This is an optimization exercise on Yosys and OpenROAD, whose aim is small area, a short achievable clock period and few clock cycles, not a production implementation.
Function not checked in this run: the RTL went through the layout flow alone.
The clock cells of this run come from the design's own scripts or RTL, not from TritonCTS.
The flow treats the clock pin as an ideal source. Dropping or thinning the clock tree relies on that and would not hold on a real chip.
Power and IR drop assume default switching activity.

File: flow/config.mk
export PLATFORM = sky130hd
export DESIGN_NAME = image_dilation_3x3
export DESIGN_NICKNAME = image_dilation_3x3
export VERILOG_FILES = /design/flow/design.v
export SDC_FILE = /design/flow/constraint.sdc
export NUM_CORES = 4
export LEC_CHECK = 0
export ABC_CLOCK_PERIOD_IN_PS = 2000
export CAP_MARGIN = 20
export CORE_MARGIN = 2
export CORE_UTILIZATION = 60
export CTS_CLUSTER_DIAMETER = 120
export CTS_CLUSTER_SIZE = 28
export PLACE_DENSITY = 0.7
export SETUP_SLACK_MARGIN = 3.15
export SLEW_MARGIN = 20
File: flow/constraint.sdc
create_clock -name core_clock -period 5.0 [get_ports {clk}]
set_input_delay 1.0000 -clock core_clock [delete_from_list [all_inputs] [get_ports {clk}]]
set_output_delay 1.0000 -clock core_clock [all_outputs]
set_load 0.01 [all_outputs]
File: flow/design.v
package img_pkg;
  localparam int COL_DFLT = 640;
  localparam int ROW_DFLT = 480;
  localparam int GRP      = 5;
  localparam int WORD_W   = 7;
  localparam logic [7:0] PIX_FG = 8'hFF;
  localparam logic [7:0] PIX_BG = 8'h00;
endpackage
module line_buffer_1b
#(
  parameter int DEPTH = 128,
  parameter int W     = 8,
  parameter int WR    = 6
) (
  input  logic         clk,
  input  logic         we,
  input  logic [W-1:0] wd,
  output logic [W-1:0] rd
);
  logic [DEPTH*W-1:0] st_q;
  assign rd = st_q[(DEPTH-1)*W +: W];
  always_ff @(posedge clk) begin
    st_q <= {st_q[(DEPTH-1)*W-1:0], st_q[(DEPTH-1)*W +: W]};
    if (we) st_q[WR*W +: W] <= wd;
  end
endmodule
import img_pkg::*;
module image_dilation_3x3
#(
  parameter int COL    = COL_DFLT,
  parameter int ROW    = ROW_DFLT,
  parameter int THRESH = 128
) (
  input  logic       clk,
  input  logic       rst,
  input  logic [7:0] data_in,
  input  logic       in_valid,
  output logic       in_ready,
  output logic [7:0] data_out,
  output logic       w_en,
  output logic       frame_done
);
  localparam int NG    = COL / GRP;           
  localparam int GW    = $clog2(NG);
  localparam int RW    = $clog2(ROW);
  localparam int FD    = 8;                   
  localparam int FW    = $clog2(FD + 1);
  localparam int WRSTG = GRP + 2;             
  localparam logic [1:0] M_IDLE = 2'd0, M_RUN = 2'd1, M_FLUSH = 2'd2;
  function automatic logic [2:0] rk_next(input logic [2:0] q, input logic [1:0] s);
    case ({q, s})
      5'b000_00: rk_next = 3'd2;
      5'b000_01: rk_next = 3'd1;
      5'b000_10: rk_next = 3'd0;
      5'b001_00: rk_next = 3'd2;
      5'b001_01: rk_next = 3'd1;
      5'b001_10: rk_next = 3'd3;
      5'b010_00: rk_next = 3'd2;
      5'b010_01: rk_next = 3'd4;
      5'b010_10: rk_next = 3'd3;
      5'b011_00: rk_next = 3'd0;
      5'b011_01: rk_next = 3'd0;
      5'b011_10: rk_next = 3'd5;
      5'b100_00: rk_next = 3'd0;
      5'b100_01: rk_next = 3'd6;
      5'b100_10: rk_next = 3'd3;
      5'b101_00: rk_next = 3'd0;
      5'b101_01: rk_next = 3'd0;
      5'b101_10: rk_next = 3'd0;
      5'b110_00: rk_next = 3'd0;
      5'b110_01: rk_next = 3'd1;
      5'b110_10: rk_next = 3'd3;
      default: rk_next = 3'd0;
    endcase
  endfunction
  function automatic logic [13:0] rk_parts(input logic [2:0] q, input logic [4:0] ph);
    logic [6:0] v1, v2;
    v1 = '0;
    v2 = '0;
    case (q)
      3'd0: begin
        if (ph[0]) v1 = v1 | 7'd64;
        if (ph[0]) v2 = v2 | 7'd18;
        if (ph[1]) v1 = v1 | 7'd32;
        if (ph[1]) v2 = v2 | 7'd10;
        if (ph[2]) v1 = v1 | 7'd15;
        if (ph[2]) v2 = v2 | 7'd6;
        if (ph[3]) v1 = v1 | 7'd6;
        if (ph[3]) v2 = v2 | 7'd3;
        if (ph[4]) v1 = v1 | 7'd2;
        if (ph[4]) v2 = v2 | 7'd1;
      end
      3'd1: begin
        if (ph[0]) v1 = v1 | 7'd27;
        if (ph[0]) v2 = v2 | 7'd18;
        if (ph[1]) v1 = v1 | 7'd13;
        if (ph[1]) v2 = v2 | 7'd10;
        if (ph[2]) v1 = v1 | 7'd7;
        if (ph[2]) v2 = v2 | 7'd6;
        if (ph[3]) v1 = v1 | 7'd4;
        if (ph[3]) v2 = v2 | 7'd3;
        if (ph[4]) v1 = v1 | 7'd2;
        if (ph[4]) v2 = v2 | 7'd1;
      end
      3'd2: begin
        if (ph[0]) v1 = v1 | 7'd27;
        if (ph[0]) v2 = v2 | 7'd18;
        if (ph[1]) v1 = v1 | 7'd13;
        if (ph[1]) v2 = v2 | 7'd10;
        if (ph[2]) v1 = v1 | 7'd7;
        if (ph[2]) v2 = v2 | 7'd6;
        if (ph[3]) v1 = v1 | 7'd4;
        if (ph[3]) v2 = v2 | 7'd3;
        if (ph[4]) v1 = v1 | 7'd2;
        if (ph[4]) v2 = v2 | 7'd1;
      end
      3'd3: begin
        if (ph[0]) v1 = v1 | 7'd22;
        if (ph[1]) v1 = v1 | 7'd9;
        if (ph[2]) v1 = v1 | 7'd3;
        if (ph[3]) v1 = v1 | 7'd1;
        if (ph[4]) v1 = v1 | 7'd1;
      end
      3'd4: begin
        if (ph[0]) v1 = v1 | 7'd9;
        if (ph[1]) v1 = v1 | 7'd3;
        if (ph[2]) v1 = v1 | 7'd1;
        if (ph[3]) v1 = v1 | 7'd1;
        if (ph[4]) v1 = v1 | 7'd1;
      end
      3'd5: begin
        if (ph[0]) v1 = v1 | 7'd46;
        if (ph[1]) v1 = v1 | 7'd22;
        if (ph[2]) v1 = v1 | 7'd9;
        if (ph[3]) v1 = v1 | 7'd3;
        if (ph[4]) v1 = v1 | 7'd1;
      end
      3'd6: begin
        if (ph[0]) v1 = v1 | 7'd9;
        if (ph[1]) v1 = v1 | 7'd3;
        if (ph[2]) v1 = v1 | 7'd1;
        if (ph[3]) v1 = v1 | 7'd1;
        if (ph[4]) v1 = v1 | 7'd1;
      end
      default: ;
    endcase
    rk_parts = {v2, v1};
  endfunction
  function automatic logic [9:0] rk_dec(input logic [6:0] r);
    case (r)
      7'd0: rk_dec = 10'b00000_00000;
      7'd1: rk_dec = 10'b10000_10000;
      7'd2: rk_dec = 10'b00000_10000;
      7'd3: rk_dec = 10'b11000_11000;
      7'd4: rk_dec = 10'b10000_11000;
      7'd5: rk_dec = 10'b00000_11000;
      7'd6: rk_dec = 10'b11100_11100;
      7'd7: rk_dec = 10'b11000_11100;
      7'd8: rk_dec = 10'b10000_11100;
      7'd9: rk_dec = 10'b00000_11100;
      7'd10: rk_dec = 10'b01110_01110;
      7'd11: rk_dec = 10'b11110_11110;
      7'd12: rk_dec = 10'b01110_11110;
      7'd13: rk_dec = 10'b11100_11110;
      7'd14: rk_dec = 10'b11000_11110;
      7'd15: rk_dec = 10'b00000_01110;
      7'd16: rk_dec = 10'b10000_11110;
      7'd17: rk_dec = 10'b00000_11110;
      7'd18: rk_dec = 10'b00001_00001;
      7'd19: rk_dec = 10'b10001_10001;
      7'd20: rk_dec = 10'b00001_10001;
      7'd21: rk_dec = 10'b11001_11001;
      7'd22: rk_dec = 10'b10001_11001;
      7'd23: rk_dec = 10'b00001_11001;
      7'd24: rk_dec = 10'b11101_11101;
      7'd25: rk_dec = 10'b11001_11101;
      7'd26: rk_dec = 10'b10001_11101;
      7'd27: rk_dec = 10'b00001_11101;
      7'd28: rk_dec = 10'b00011_00011;
      7'd29: rk_dec = 10'b10011_10011;
      7'd30: rk_dec = 10'b00011_10011;
      7'd31: rk_dec = 10'b11011_11011;
      7'd32: rk_dec = 10'b10011_11011;
      7'd33: rk_dec = 10'b00011_11011;
      7'd34: rk_dec = 10'b00111_00111;
      7'd35: rk_dec = 10'b10111_10111;
      7'd36: rk_dec = 10'b00111_10111;
      7'd37: rk_dec = 10'b01111_01111;
      7'd38: rk_dec = 10'b11111_11111;
      7'd39: rk_dec = 10'b01111_11111;
      7'd40: rk_dec = 10'b00111_01111;
      7'd41: rk_dec = 10'b10111_11111;
      7'd42: rk_dec = 10'b00111_11111;
      7'd43: rk_dec = 10'b00011_00111;
      7'd44: rk_dec = 10'b10011_10111;
      7'd45: rk_dec = 10'b00011_10111;
      7'd46: rk_dec = 10'b11011_11111;
      7'd47: rk_dec = 10'b00011_01111;
      7'd48: rk_dec = 10'b10011_11111;
      7'd49: rk_dec = 10'b00011_11111;
      7'd50: rk_dec = 10'b00001_00011;
      7'd51: rk_dec = 10'b10001_10011;
      7'd52: rk_dec = 10'b00001_10011;
      7'd53: rk_dec = 10'b11001_11011;
      7'd54: rk_dec = 10'b10001_11011;
      7'd55: rk_dec = 10'b00001_11011;
      7'd56: rk_dec = 10'b11101_11111;
      7'd57: rk_dec = 10'b00001_00111;
      7'd58: rk_dec = 10'b10001_10111;
      7'd59: rk_dec = 10'b00001_10111;
      7'd60: rk_dec = 10'b11001_11111;
      7'd61: rk_dec = 10'b00001_01111;
      7'd62: rk_dec = 10'b10001_11111;
      7'd63: rk_dec = 10'b00001_11111;
      7'd64: rk_dec = 10'b00000_00001;
      7'd65: rk_dec = 10'b10000_10001;
      7'd66: rk_dec = 10'b00000_10001;
      7'd67: rk_dec = 10'b11000_11001;
      7'd68: rk_dec = 10'b10000_11001;
      7'd69: rk_dec = 10'b00000_11001;
      7'd70: rk_dec = 10'b11100_11101;
      7'd71: rk_dec = 10'b11000_11101;
      7'd72: rk_dec = 10'b10000_11101;
      7'd73: rk_dec = 10'b00000_11101;
      7'd74: rk_dec = 10'b01110_01111;
      7'd75: rk_dec = 10'b11110_11111;
      7'd76: rk_dec = 10'b01110_11111;
      7'd77: rk_dec = 10'b00000_00011;
      7'd78: rk_dec = 10'b10000_10011;
      7'd79: rk_dec = 10'b00000_10011;
      7'd80: rk_dec = 10'b11000_11011;
      7'd81: rk_dec = 10'b10000_11011;
      7'd82: rk_dec = 10'b00000_11011;
      7'd83: rk_dec = 10'b11100_11111;
      7'd84: rk_dec = 10'b00000_00111;
      7'd85: rk_dec = 10'b10000_10111;
      7'd86: rk_dec = 10'b00000_10111;
      7'd87: rk_dec = 10'b11000_11111;
      7'd88: rk_dec = 10'b00000_01111;
      7'd89: rk_dec = 10'b10000_11111;
      7'd90: rk_dec = 10'b00000_11111;
      default: rk_dec = 10'd0;
    endcase
  endfunction
  function automatic logic [WORD_W-1:0] add_w(input logic [WORD_W-1:0] a,
                                               input logic [WORD_W-1:0] b);
    logic [WORD_W-1:0] g, p, gn, pn;
    g = a & b;
    p = a ^ b;
    for (int d = 1; d < WORD_W; d = d * 2) begin
      gn = g;
      pn = p;
      for (int i = d; i < WORD_W; i = i + 1) begin
        gn[i] = g[i] | (p[i] & g[i-d]);
        pn[i] = p[i] & p[i-d];
      end
      g = gn;
      p = pn;
    end
    add_w = (a ^ b) ^ {g[WORD_W-2:0], 1'b0};
  endfunction
  logic [1:0]     mode_q;
  logic [6:0]     wait_q;                     
  logic           wz_q;                       
  logic [GRP-1:0] ph_q;                       
  logic [GW-1:0]  grp_q;                      
  logic           g0_q, glast_q;              
  logic [RW-1:0]  row_q;                      
  logic           r0_q, r1_q, rlast_q;        
  logic [FW-1:0]  cnt_q;                      
  logic           ne_q;                       
  logic [FD-1:0]  fifo_q;                     
  logic           in_ready_q, w_en_q, frame_done_q;
  logic           dout_q, douth_q;            
  logic           z1_q, z2_q;                 
  logic [GRP-1:0] dx_q, db_q;                 
  logic [2:0]     qe_q;
  logic [WORD_W-1:0] inc_q;
  logic [GRP-1:0] pe_q;                       
  logic [WORD_W-1:0] acc_q;
  logic           wr_q;
  logic [WORD_W-1:0] st_rd;
  line_buffer_1b #(.DEPTH(NG), .W(WORD_W), .WR(WRSTG)) u_store (
    .clk(clk), .we(wr_q), .wd(acc_q), .rd(st_rd)
  );
  logic push, pop, step, emit, flush, idle;
  logic cs0, cslast, last_pix, last_out;
  logic z, h, xo, bo, o;
  logic [1:0] tn;
  logic [2:0] qe_b;
  logic [WORD_W-1:0] acc_b, inc1, inc2;
  logic [FW-1:0] cnt_d, cnt_inc, cnt_dec;
  logic          ne_d, full_d;
  logic [6:0]    wait_d;
  assign flush = (mode_q == M_FLUSH);
  assign idle  = (mode_q == M_IDLE);
  assign push  = in_valid && in_ready_q;
  assign step  = flush || (ne_q && (idle || wz_q));
  assign pop   = step && !flush;
  assign cs0      = ph_q[0] && g0_q;
  assign cslast   = ph_q[GRP-1] && glast_q;
  assign last_pix = rlast_q && glast_q && ph_q[GRP-2];   
  assign last_out = r0_q && cslast;                      
  assign z  = !flush && fifo_q[0];
  assign h  = (z && !cslast) || z1_q || (z2_q && !cs0);
  assign xo = |(dx_q & ph_q);
  assign bo = |(db_q & ph_q);
  assign o  = (r1_q ? xo : bo) || h;
  assign tn = h ? 2'd2 : {1'b0, xo && !r0_q};
  assign qe_b   = ph_q[0] ? 3'd0 : qe_q;
  assign {inc2, inc1} = rk_parts(qe_b, ph_q);
  assign acc_b  = pe_q[0] ? '0 : acc_q;
  assign emit = step && !idle && (flush || !r0_q);
  assign cnt_inc = cnt_q + 1'b1;
  assign cnt_dec = cnt_q - 1'b1;
  assign cnt_d   = (push && !pop) ? cnt_inc : ((pop && !push) ? cnt_dec : cnt_q);
  assign ne_d    = push || (cnt_q > FW'(1)) || (ne_q && !pop);
  assign full_d  = !pop && ((cnt_q == FW'(FD)) || (push && cnt_q == FW'(FD - 1)));
  assign wait_d = step ? 7'd0 : wait_q + 7'd1;
  assign in_ready   = in_ready_q;
  assign data_out   = {douth_q ? PIX_FG[7:4] : PIX_BG[7:4], dout_q ? PIX_FG[3:0] : PIX_BG[3:0]};
  assign w_en       = w_en_q;
  assign frame_done = frame_done_q;
  always_ff @(posedge clk) begin
    for (int i = 0; i < FD; i = i + 1) begin
      if (pop) begin
        if (push && cnt_q == FW'(i + 1)) fifo_q[i] <= data_in >= 8'(THRESH);
        else if (i < FD - 1)             fifo_q[i] <= fifo_q[(i < FD - 1) ? i + 1 : i];
      end else if (push && cnt_q == FW'(i)) begin
        fifo_q[i] <= data_in >= 8'(THRESH);
      end
    end
  end
  always_ff @(posedge clk) begin
    dout_q     <= o;
    in_ready_q <= !full_d;
    wr_q   <= step && pe_q[GRP-1];
    douth_q    <= o && step;
    if (step) begin
      z1_q <= z;
      z2_q <= z1_q;
      qe_q  <= rk_next(qe_b, tn);
      inc_q <= h ? inc2 : ((xo && !r0_q) ? inc1 : '0);
      pe_q  <= ph_q;
      acc_q <= add_w(acc_b, inc_q);
      if (ph_q[GRP-1]) {dx_q, db_q} <= rk_dec(st_rd);
    end
  end
  always_ff @(posedge clk or posedge rst) begin
    if (rst) begin
      mode_q       <= M_IDLE;
      cnt_q        <= '0;
      ne_q         <= 1'b0;
      w_en_q       <= 1'b0;
      frame_done_q <= 1'b0;
    end else begin
      cnt_q        <= cnt_d;
      ne_q         <= ne_d;
      w_en_q       <= emit;
      frame_done_q <= emit && last_out;
      if (step) begin
        case (mode_q)
          M_IDLE:  mode_q <= M_RUN;
          M_RUN:   if (last_pix) mode_q <= M_FLUSH;
          default: if (last_out) mode_q <= M_IDLE;
        endcase
      end
    end
  end
  always_ff @(posedge clk) begin
    wait_q <= wait_d;
    wz_q   <= (wait_d == '0);
    if (step) begin
      if (idle) begin
        ph_q    <= GRP'(1);
        grp_q   <= '0;
        g0_q    <= 1'b1;
        glast_q <= 1'b0;
        row_q   <= '0;
        r0_q    <= 1'b1;
        r1_q    <= 1'b0;
        rlast_q <= 1'b0;
      end else begin
        ph_q <= {ph_q[GRP-2:0], ph_q[GRP-1]};
        if (ph_q[GRP-1]) begin
          if (glast_q) begin
            grp_q   <= '0;
            g0_q    <= 1'b1;
            glast_q <= 1'b0;
            row_q   <= rlast_q ? '0 : row_q + 1'b1;
            r0_q    <= rlast_q;
            r1_q    <= r0_q;
            rlast_q <= (row_q == RW'(ROW - 2));
          end else begin
            grp_q   <= grp_q + 1'b1;
            g0_q    <= 1'b0;
            glast_q <= (grp_q == GW'(NG - 2));
          end
        end
      end
    end
  end
endmodule
File: flow/flow/run.sh
#!/bin/bash
# Standard layout (the standard.sh, all ORFS steps), except that the
# clock tree is built by flow/clock_tree.tcl: a balanced two-level tree in
# place of TritonCTS's three levels. The tree is sourced through ORFS's
# PRE_CTS_TCL hook; the CTS step's repair and legalization run as usual.
set -euo pipefail
export PRE_CTS_TCL="$PWD/flow/clock_tree.tcl"
bash standard.sh > standard_flow.log 2>&1
File: flow/flow/clock_tree.tcl
# Two-level clock tree built by hand in place of TritonCTS (sourced as
# PRE_CTS_TCL, before the standard CTS step runs its repair and legalizing).
# The clock port feeds NROOT root buffers; each root feeds a share of the
# leaf buffers; each leaf buffer feeds one cluster of about CL_SIZE clock
# pins found by k-means on the placed flip-flops. Every register sits two
# buffers from the port, so the tree is balanced; it is only shallower than
# TritonCTS's three levels.
set cl_size 26
set nroot   4
set buf_name sky130_fd_sc_hd__clkbuf_16

set db    [ord::get_db]
set block [ord::get_db_block]
set bufm  [$db findMaster $buf_name]
set clk   [$block findNet clk]

# clock pins of the registers
set sinks {}
foreach it [$clk getITerms] {
  set inst [$it getInst]
  set bb [$inst getBBox]
  set x [expr {([$bb xMin] + [$bb xMax]) / 2.0}]
  set y [expr {([$bb yMin] + [$bb yMax]) / 2.0}]
  lappend sinks [list $it $x $y]
}
set n [llength $sinks]
set k [expr {max(1, int(ceil(double($n) / $cl_size)))}]
puts "manual CTS: $n sinks, $k clusters"

# k-means, seeded along a sort by (x, y)
set sorted [lsort -real -index 1 $sinks]
set cx {}; set cy {}
for {set c 0} {$c < $k} {incr c} {
  set s [lindex $sorted [expr {int(($c + 0.5) * $n / $k)}]]
  lappend cx [lindex $s 1]; lappend cy [lindex $s 2]
}
for {set iter 0} {$iter < 30} {incr iter} {
  set sx [lrepeat $k 0.0]; set sy [lrepeat $k 0.0]; set sc [lrepeat $k 0]
  set asg {}
  foreach s $sinks {
    set x [lindex $s 1]; set y [lindex $s 2]
    set best 0; set bd 1e30
    for {set c 0} {$c < $k} {incr c} {
      set d [expr {abs($x - [lindex $cx $c]) + abs($y - [lindex $cy $c])}]
      if {$d < $bd} { set bd $d; set best $c }
    }
    lappend asg $best
    lset sx $best [expr {[lindex $sx $best] + $x}]
    lset sy $best [expr {[lindex $sy $best] + $y}]
    lset sc $best [expr {[lindex $sc $best] + 1}]
  }
  for {set c 0} {$c < $k} {incr c} {
    if {[lindex $sc $c] > 0} {
      lset cx $c [expr {[lindex $sx $c] / [lindex $sc $c]}]
      lset cy $c [expr {[lindex $sy $c] / [lindex $sc $c]}]
    }
  }
}

# leaf buffers
set leaves {}
for {set c 0} {$c < $k} {incr c} {
  if {[lindex $sc $c] == 0} { lappend leaves {}; continue }
  set b [odb::dbInst_create $block $bufm "clkbuf_leaf_$c"]
  $b setLocation [expr {int([lindex $cx $c])}] [expr {int([lindex $cy $c])}]
  $b setPlacementStatus PLACED
  set net [odb::dbNet_create $block "clknet_leaf_$c"]
  $net setSigType CLOCK
  [$b findITerm X] connect $net
  lappend leaves $b
}
set i 0
foreach s $sinks {
  set it [lindex $s 0]
  set c [lindex $asg $i]
  $it disconnect
  $it connect [$block findNet "clknet_leaf_$c"]
  incr i
}

# root buffers: split the leaves into nroot groups by angle around their centre
set used {}
set mx 0.0; set my 0.0
for {set c 0} {$c < $k} {incr c} {
  if {[lindex $sc $c] == 0} continue
  lappend used $c
  set mx [expr {$mx + [lindex $cx $c]}]; set my [expr {$my + [lindex $cy $c]}]
}
set nu [llength $used]
set mx [expr {$mx / $nu}]; set my [expr {$my / $nu}]
set ang {}
foreach c $used {
  lappend ang [list $c [expr {atan2([lindex $cy $c] - $my, [lindex $cx $c] - $mx)}]]
}
set ang [lsort -real -index 1 $ang]
set nr [expr {min($nroot, $nu)}]
for {set r 0} {$r < $nr} {incr r} {
  set grp {}
  for {set j [expr {$r * $nu / $nr}]} {$j < ($r + 1) * $nu / $nr} {incr j} {
    lappend grp [lindex [lindex $ang $j] 0]
  }
  set gx 0.0; set gy 0.0
  foreach c $grp { set gx [expr {$gx + [lindex $cx $c]}]; set gy [expr {$gy + [lindex $cy $c]}] }
  set gx [expr {$gx / [llength $grp]}]; set gy [expr {$gy / [llength $grp]}]
  set rb [odb::dbInst_create $block $bufm "clkbuf_root_$r"]
  $rb setLocation [expr {int($gx)}] [expr {int($gy)}]
  $rb setPlacementStatus PLACED
  set rnet [odb::dbNet_create $block "clknet_root_$r"]
  $rnet setSigType CLOCK
  [$rb findITerm X] connect $rnet
  [$rb findITerm A] connect $clk
  foreach c $grp { [[lindex $leaves $c] findITerm A] connect $rnet }
}
$clk setSigType CLOCK

# power pins of the new buffers
global_connect

# the tree is built: the standard CTS command does nothing from here on
proc clock_tree_synthesis {args} {
  puts "clock_tree_synthesis skipped: clock tree built by clock_tree.tcl"
}
File: flow/standard.sh
#!/bin/bash
# synth_recipe.tcl (not shown) runs the flow's synth.tcl, then flattens the netlist and writes it again
# the make line also repeats each setting of config.mk as NAME=value (left out here)
make -C /OpenROAD-flow-scripts/flow DESIGN_CONFIG=/design/flow/config.mk WORK_HOME=/design/flow/orfs CLKGATE_MAP_FILE= SYNTH_SCRIPT=/design/flow/synth_recipe.tcl "${@:-finish}"
==> summary.txt <==
status complete, no violations; fin. max-slew vios 0; Hold WC Path Type reg -> reg; Clock Skew 40.34 ps; synthesized-area fraction occupied by ao, oa, aoi and oai cells roughly 3.6%; number of placed cells counting well taps 1,938; kind of launch point of the worst setup path flip-flop; detailed-route via count 9,493; slew of the pin with the lowest slew margin between 500 and 600 ps; Total Nets Final 1,554; dpl hpwl 14,510 um; warnings from Yosys 2; Post-Synth Adder-Cell Area about 1.5%; number of flip-flops and latches in the synthesized netlist 982; Fmax 471.5 MHz; number of standard cells after synthesis approximately 1,400; number of buffer and inverter stages on the critical path 1; Syn Nets around 1,500; share of post-route cells with drive strength above 1 12.82%; VDD IR-drop max 0.3833 mV; final weighted congestion of routability-driven global placement 0.7751; Critical Path Fanout Max 3; Static Leak between 0.01 and 0.015 uW; slowest cell on the critical path sky130_fd_sc_hd__edfxtp_1; Total Routed Length 27,190 um; initial core utilization 60.50%; initial antenna violation count 0; required time at the worst-slack endpoint 5210 ps; # hold bufs at CTS 0; combinational family with the most area after synthesis simple AND/OR/NAND/NOR gates; number of search-and-repair iterations in the first detailed-routing pass 5; Post-route DRC 0; y dimension of the die approximately 200 um; Global Route met1 Usage about a fifth; Avg Synthesized Cell Area 16.18 um2; Final Setup Violations 0; port bufs 14; first-pass GRT wire length 44,870 um; post-DR wirelength/cell 13.39 um; vias in the first global route about 9,100; GR peak layer met1; number of DRC violations after detailed-routing iteration 0 462; Final Hold Slack 314.4 ps; Die ar. 40,380 um2; total track usage 13.02%; P&R area growth vs syn 10.44%; total negative setup slack 0 ps; portion of the clock cycle consumed by the worst path in the final layout 42.41%; slew margin rel. 66.21%; vias per cell 4.674; top_reg_cell synth sky130_fd_sc_hd__dfxtp_1; final hold violations 0; Fillers 2,650; stage delay of the slowest cell on the critical path 420 ps; Max Cap Violations 0; die boundary width 200.9 um; endpoint kind of the worst setup timing path flip-flop; Post-synth ARST share 0.9165%; remaining antenna violation count 0; XOR/XNOR share of the synthesized area 0.9785%; Cell Rows just over 70; clock transition at the registers of the reported paths ~110 ps; power per cell area 539.9 nW/um2; met3 demand-to-capacity share in global routing roughly 2.0%; cell-by-cell trace of the critical path nor2b_1 > ha_2 > inv_2 > fa_2 > nor2b_2 > o21ai_2 > a21oi_2 > nor4_1 > nor4_1; pin count of the biggest net entering global routing 40; data arrival time of the critical path 2330 ps; area of the mapped netlist 23,270 um2; Overflow after GRT 0; final instance count without filler cells 2,031; count of flip-flops with a built-in enable after synthesis 59; CP delay by family, top simple AND/OR/NAND/NOR gates; ANT cells 0; portion of netlist area occupied by mux cells 1.505%; part of the Yosys area used for sequential elements between 80% and 90%; insertion delay to the later sink of the worst-skew pair 400 ps; Worst path most repeated cell sky130_fd_sc_hd__nor4_1; unrepaired setup endpoints after global routing true; area share of and/or/nand/nor cells after synthesis 3.968%; final period demand of the worst path 2121 ps; Cell variety after synth between 70 and 80; # IOs 22; total core area 38,470 um2; met2 demand-to-capacity share in global routing between 10% and 20%; worst setup path class reg -> reg
Yosys cell counts (5+ instances only):
master / count / area [um2]
sky130_fd_sc_hd__a21oi_1: 29 / 145.1
sky130_fd_sc_hd__a22oi_1: 6 / 45.04
sky130_fd_sc_hd__a311oi_1: 5 / 43.79
sky130_fd_sc_hd__and2_1: 8 / 50.05
sky130_fd_sc_hd__and3_1: 9 / 56.30
sky130_fd_sc_hd__buf_2: 8 / 40.04
sky130_fd_sc_hd__buf_4: 9 / 67.56
sky130_fd_sc_hd__clkbuf_1: 16 / 60.06
sky130_fd_sc_hd__dfrtp_1: 9 / 225.2
sky130_fd_sc_hd__dfxtp_1: 914 / 18300
sky130_fd_sc_hd__edfxtp_1: 59 / 1772
sky130_fd_sc_hd__ha_1: 27 / 337.8
sky130_fd_sc_hd__inv_1: 24 / 90.09
sky130_fd_sc_hd__mux2_2: 12 / 135.1
sky130_fd_sc_hd__mux2i_1: 17 / 170.2
sky130_fd_sc_hd__nand2_1: 42 / 157.7
sky130_fd_sc_hd__nand2b_1: 6 / 37.54
sky130_fd_sc_hd__nand3_1: 23 / 115.1
sky130_fd_sc_hd__nor2_1: 54 / 202.7
sky130_fd_sc_hd__nor2b_1: 14 / 87.58
sky130_fd_sc_hd__nor3_1: 7 / 35.03
sky130_fd_sc_hd__o21ai_0: 27 / 135.1
sky130_fd_sc_hd__xnor2_1: 11 / 96.34
sky130_fd_sc_hd__xor2_1: 15 / 131.4
where the power goes:
group / switching, uW / internal, uW
Sequential: 296 / 8460
Clock: 2000 / 1510
Combinational: 812 / 790
through the flow:
stage	util (%)	instance area, um2	setup slack (ps)	power (uW)
final	66.81	25700	2879	13880
after global routing	66.81	25700	2728	14470
after CTS	65.80	25310	2841	13230
after detailed placement	62.32	23970	2254	10180
after global placement	62.32	23970	2279	10120
after floorplan	-	23340	2913	9859
per-layer routing:
layer / vias to the layer above / wire, um
li1: 4818 / -
met2: 118 / 11010
met5: - / 0
met3: 57 / 1002
met1: 4500 / 14470
met4: 0 / 707
registers in the layout, indices dropped and copies added, names as in the netlist, 3 cells and up:
register	flops
acc_q	7
cnt_q	4
db_q	5
dx_q	5
fifo_q	8
grp_q	7
inc_q	7
ph_q	5
qe_q	3
row_q	9
u_store.st_q	896
wait_q	7
final timing paths:
| kind | startpoint | endpoint | depth (start not counted) | slack, ps |
|---|---|---|---|---|
| worst max register to register | pe_q[0] | acc_q[6] | 9 | 2880 |
| max in group asynchronous | rst | mode_q[0] | 2 | 3790 |
| worst min-delay path | u_store.st_q[463] | u_store.st_q[470] | 0 | 310 |
| worst min register to register | u_store.st_q[463] | u_store.st_q[470] | 0 | 310 |
| min in group asynchronous | rst | w_en_q | 2 | 910 |
| worst max-delay path | pe_q[0] | acc_q[6] | 9 | 2880 |
area by class of cell:
cell class	count	area [um2]	share of cell area (%)
buffer	42	1051	4.089
inverter	26	115.1	0.4479
multi-input combinational	394	2972	11.56
sequential	982	20330	79.09
tap	518	648.1	2.522
timing repair buffer	69	589.3	2.293
cells by family (layout without fill, tap and decap cells):
logic type               Yosys count  after routing
flip-flops                       982            982
AND/OR/NAND/NOR                  187            187
AO/OA/AOI/OAI                    122            122
buffers and inverters             62            137
multiplexers                      31             31
adder cells (fa/ha/maj)           28             28
XOR/XNOR                          26             26
worst register-to-register path: cells and delay by family (launching register included):
kind / cells / cell delay [ps]
buffers and inverters: 1 / 40
adder cells (fa/ha/maj): 2 / 550
AND/OR/NAND/NOR: 4 / 670
flip-flops: 1 / 420
AO/OA/AOI/OAI: 2 / 270
cell usage in the layout, fill, tap and decap left out, drive strengths merged, types with 4 or more instances in the layout:
cell type / n
dfxtp: 914
buf: 65
edfxtp: 59
nor2: 54
clkbuf: 44
nand2: 43
a21oi: 30
o21ai: 29
ha: 27
inv: 26
nand3: 23
mux2i: 17
xor2: 15
nor2b: 14
mux2: 12
xnor2: 11
and3: 10
dfrtp: 9
and2: 8
nor3: 7
nand2b: 7
a22oi: 6
a311oi: 5
o22ai: 5
o31ai: 4
nor4: 4
a31oi: 4
a21o: 4
what timing repair did:
action / 4_1_cts / 5_1_grt
pin swaps: 9 / 25
setup buffers: 23 / 27
resized for setup: 54 / 87
setup endpoints to repair: 60 / 41
gates cloned: 0 / 1

-- static timing again, ports no longer ideal --
How much do the figures lean on ideal ports? The routed layout below was timed once more, with nothing changed but the port constraints.
Step 1 sets driving cells, clkbuf_16 on the clock port and buf_2 on the other inputs (assumed; they add their load-dependent delay and slew).
Step 2 adds t to the input delays and takes it off the output delays; t is the mean of the earliest and latest rising clock arrival at the registers after step 1. Input paths then give back, and output paths get back, about the clock's delay inside the block.
Three values: no drivers, after step 1, after step 2; two values: the first two.
shift t [ns]: 0.495
setup WS [ns]: 2.879 / 2.879 / 2.805
worst setup path at the end: input to register
worst register clock-pin slew, ns: 0.11 / 0.11
worst slew at a driven data input, ns: 0.05
After both steps setup and hold are still met in this run. The setup slack of this run moves by 0.000 ns with the drivers and by -0.074 ns with both steps.
